Background: an optimization exercise with open tools, aiming at small area, a short achievable clock period and few clock cycles per item. Do not read the settings as production practice. Power figures rest on the tool's default switching activity, not on a simulated workload.

Setup of 09-18:
## overwriting_record_stack_drain_unit
module overwriting_record_stack_drain_unit #(
    parameter int DEPTH        = 16,
    parameter int RECORD_BYTES = 8
) (
    input  logic        i_clk,
    input  logic        i_rst_n,
    input  logic        in_valid,
    output logic        in_ready,
    input  logic        in_opcode,
    input  logic [63:0] in_entry_data,
    input  logic        in_reserve_slot,
    output logic        out_valid,
    input  logic        out_ready,
    output logic        out_is_header,
    output logic [63:0] out_record_data,
    output logic [4:0]  out_header_count,
    output logic [4:0]  out_popped,
    output logic        out_last,
    input  logic        cfg_valid,
    output logic        cfg_ready,
    input  logic [4:0]  cfg_data
);
    logic [ors_pkg::DEPTH-1:0]  w_we;
    logic [ors_pkg::DEPTH-1:0]  w_rsel;
    logic [63:0]                w_rdata;
    logic                       w_ld_rec;
    logic                       w_ld_hdr;
    logic [4:0]                 w_hdr_popped;
    logic                       w_hdr_rsv;
    assign cfg_ready = 1'b1;
    ors_ctrl u_ctrl (
        .i_clk          (i_clk),
        .i_rst_n        (i_rst_n),
        .i_in_valid     (in_valid),
        .i_opcode       (in_opcode),
        .i_reserve_slot (in_reserve_slot),
        .i_cfg_valid    (cfg_valid),
        .i_cfg_data     (cfg_data),
        .i_out_ready    (out_ready),
        .o_in_ready     (in_ready),
        .o_out_valid    (out_valid),
        .o_we           (w_we),
        .o_rsel         (w_rsel),
        .o_ld_rec       (w_ld_rec),
        .o_ld_hdr       (w_ld_hdr),
        .o_hdr_popped   (w_hdr_popped),
        .o_hdr_rsv      (w_hdr_rsv)
    );
    ors_ram #(
        .WIDTH (8 * RECORD_BYTES),
        .DEPTH (ors_pkg::DEPTH)
    ) u_ram (
  ...
For scale: ~3200 cells after synthesis, about 1400 flip-flops, ~0.054 mm2 of cells after synthesis.
clock: 4.0 ns
lec_check: 0
cap_margin: 20
core_margin: 2
core_utilization: 40
setup_slack_margin: 1.8
slew_margin: 20
run.sh (not shown) runs the stock make flow with config.mk's settings and CLKGATE_MAP_FILE= SYNTH_SCRIPT=/design/flow/synth_recipe.tcl, a recipe that flattens the netlist after the stock synthesis.
#### Input delta (08-26 over 09-18)
--- a/flow/design.v
+++ b/flow/design.v
@@ -93,14 +93,16 @@
     logic [SW-1:0] r_q_start [NF];
     logic [CW-1:0] r_q_k     [NF];
     logic          r_q_rsv   [NF];
     logic [QW-1:0] r_q_cnt;
     logic          r_e_act;
     logic [D-1:0]  r_e_oh;
     logic [CW-1:0] r_e_rem;
+    logic          r_e_hdr;   
+    logic          r_e_one;   
     logic [CW-1:0] r_e_k;
     logic          r_e_rsv;
     logic          w_acc, w_push, w_drain;
     logic          w_full, w_full_m1;
     logic [SW-1:0] w_top;
     assign w_acc     = i_in_valid && r_in_ready;
     assign w_push    = w_acc && (i_opcode == ors_pkg::OP_PUSH);
@@ -128,16 +130,16 @@
     logic [CW-1:0] w_k;
     assign w_k = w_kk[i_reserve_slot];
     assign o_we = w_push ? r_wsel_oh : '0;
     logic w_out_free;
     logic w_e_take;      
     logic [SW-1:0] w_e_next;
     assign w_out_free = !r_out_valid || i_out_ready;
-    assign o_ld_rec   = r_e_act && w_out_free && (r_e_rem != '0);
-    assign o_ld_hdr   = r_e_act && w_out_free && (r_e_rem == '0);
+    assign o_ld_rec   = r_e_act && w_out_free && !r_e_hdr;
+    assign o_ld_hdr   = r_e_act && w_out_free && r_e_hdr;
     assign w_e_take   = (!r_e_act || o_ld_hdr) && (r_q_cnt != '0);
     assign o_rsel     = r_e_oh;
     assign o_hdr_popped = r_e_k;
     assign o_hdr_rsv    = r_e_rsv;
     assign o_out_valid  = r_out_valid;
     assign o_in_ready   = r_in_ready;
     always_comb begin
@@ -147,15 +149,20 @@
         end
     end
     logic [D-1:0]  n_busy;
     logic          n_full;
     logic [D-1:0]  w_free_in, w_free_ex;
     logic [D-1:0]  n_wsel_oh;
     logic          w_slot_ok, w_q_ok;
-    logic [QW-1:0] w_q_wpos;
+    logic [NF-1:0] w_q_we;
+    always_comb begin
+        for (int i = 0; i < NF; i++) begin
+            w_q_we[i] = w_drain && (w_e_take ? (r_q_cnt == QW'(i + 1)) : (r_q_cnt == QW'(i)));
+        end
+    end
     assign w_free_in = ~r_busy;
     assign w_free_ex = ~r_busy & ~r_wsel_oh;
     assign n_full = (w_full && !(w_drain && (w_c[i_reserve_slot] != '0)))
                  || (w_full_m1 && w_push);
     always_comb begin
         if (n_full) begin
             n_wsel_oh = (w_full && w_push) ? onehot(r_t1) : onehot(r_t0);
@@ -163,15 +170,14 @@
             n_wsel_oh = w_push ? lowest(w_free_ex) : lowest(w_free_in);
         end
     end
     assign w_slot_ok = n_full || (w_push ? (w_free_ex != '0) : (w_free_in != '0));
     assign w_q_ok    = (r_q_cnt < QW'(NF - 1))
                     || ((r_q_cnt == QW'(NF - 1)) && (!w_drain || w_e_take))
                     || w_e_take;
-    assign w_q_wpos  = w_e_take ? r_q_cnt - 1'b1 : r_q_cnt;
     assign n_busy = (r_busy & ~(o_ld_rec ? r_e_oh : '0)) | (w_push ? r_wsel_oh : '0);
     always_ff @(posedge i_clk) begin
         if (!i_rst_n) begin
             r_cap       <= ors_pkg::MAX_BATCH_RST;
             r_cap1      <= ors_pkg::MAX_BATCH_RST - 1'b1;
             r_head      <= '0;
             r_headm1    <= '1;
@@ -210,15 +216,16 @@
             r_wsel_oh  <= n_wsel_oh;
             r_in_ready <= w_slot_ok && w_q_ok;
             if (o_ld_rec || o_ld_hdr) begin
                 r_out_valid <= 1'b1;
             end else if (i_out_ready) begin
                 r_out_valid <= 1'b0;
             end
-            r_q_cnt <= r_q_cnt + QW'(w_drain) - QW'(w_e_take);
+            if (w_drain && !w_e_take)      r_q_cnt <= r_q_cnt + 1'b1;
+            else if (!w_drain && w_e_take) r_q_cnt <= r_q_cnt - 1'b1;
             if (w_e_take)      r_e_act <= 1'b1;
             else if (o_ld_hdr) r_e_act <= 1'b0;
         end
     end
     always_ff @(posedge i_clk) begin
         if (w_push) begin
             r_ptr[r_head] <= r_wsel;
@@ -231,34 +238,38 @@
                 r_t1 <= r_wsel;
             end
         end
         for (int i = 0; i < D; i++) begin
             if (w_push && r_wsel_oh[i]) r_link[i] <= w_top;
         end
         for (int i = 0; i < NF; i++) begin
-            if (w_drain && (w_q_wpos == QW'(i))) begin
+            if (w_q_we[i]) begin
                 r_q_start[i] <= w_top;
                 r_q_k[i]     <= w_k;
                 r_q_rsv[i]   <= i_reserve_slot;
             end else if (w_e_take) begin
                 if (i < NF - 1) begin
                     r_q_start[i] <= r_q_start[(i < NF - 1) ? i + 1 : i];
                     r_q_k[i]     <= r_q_k[(i < NF - 1) ? i + 1 : i];
                     r_q_rsv[i]   <= r_q_rsv[(i < NF - 1) ? i + 1 : i];
                 end
             end
         end
         if (w_e_take) begin
             r_e_oh  <= (r_q_k[0] != '0) ? onehot(r_q_start[0]) : '0;
             r_e_rem <= r_q_k[0];
+            r_e_hdr <= (r_q_k[0] == CW'(0));
+            r_e_one <= (r_q_k[0] == CW'(1));
             r_e_k   <= r_q_k[0];
             r_e_rsv <= r_q_rsv[0];
         end else if (o_ld_rec) begin
-            r_e_oh  <= (r_e_rem == CW'(1)) ? '0 : onehot(w_e_next);
+            r_e_oh  <= r_e_one ? '0 : onehot(w_e_next);
             r_e_rem <= r_e_rem - 1'b1;
+            r_e_hdr <= r_e_one;
+            r_e_one <= (r_e_rem == CW'(2));
         end
     end
 endmodule
 module ors_dp (
     input  logic                        i_clk,
     input  logic                        i_ld_rec,
     input  logic                        i_ld_hdr,
### Flow results
Delta(half-perimeter wire length of the detailed placement result, 08-26 - 09-18) > 0
Delta (08-26 minus 09-18): post-place setup slack went down by 0.19 ns, delay of the slowest critical-path stage went down by 0.11 ns.
Final non-filler cell area: 08-26 < 09-18
08-26 vs. 09-18: data arrival at the endpoint of the critical path moved down; internal power fell by 1300 uW; sequential share of layout area grew by 1.3 points; multi-input logic portion of the cell area barely changed; clock skew down 0.0072 ns.
The wire length of the first global-routing pass reported for 08-26 is smaller than that of 09-18 by 2100 um.
Taking 09-18 as the reference, in 08-26 number of antenna violations at the first check in global routing has increased, setup slack of the critical path after layout has increased.
Between 08-26 and 09-18, it is 08-26 whose overall global routing resource usage is lower, by 0.26 points.
Looking at 09-18 and 08-26, the area of placed instances is a wash.
No run of this note included a check of the RTL's function; only the layout flow was run.

## re-timing with driven ports
In the flow no input, the clock included, has a driving cell. The finished layouts below were timed again as built, in two steps.
Step 1 sets driving cells, clkbuf_16 on the clock port and buf_2 on the other inputs (assumed; they add their load-dependent delay and slew).
Step 2, shift: input delay + t, output delay - t, t = (earliest + latest rising clock arrival at the registers) / 2. This alone moves slack from input paths to output paths.
Slacks: ideal / step 1 / step 2; pairs: ideal / step 1.
run	t (ns)	slack for setup (ns)	worst setup path at the end
09-18	0.853	1.168 / 1.168 / 0.565	input to register
08-26	0.840	1.457 / 1.457 / 0.926	input to register
After both steps every run listed still meets setup and hold. The setup slack of 09-18, which loses most, moves by 0.000 ns with the drivers and by -0.603 ns with both steps.
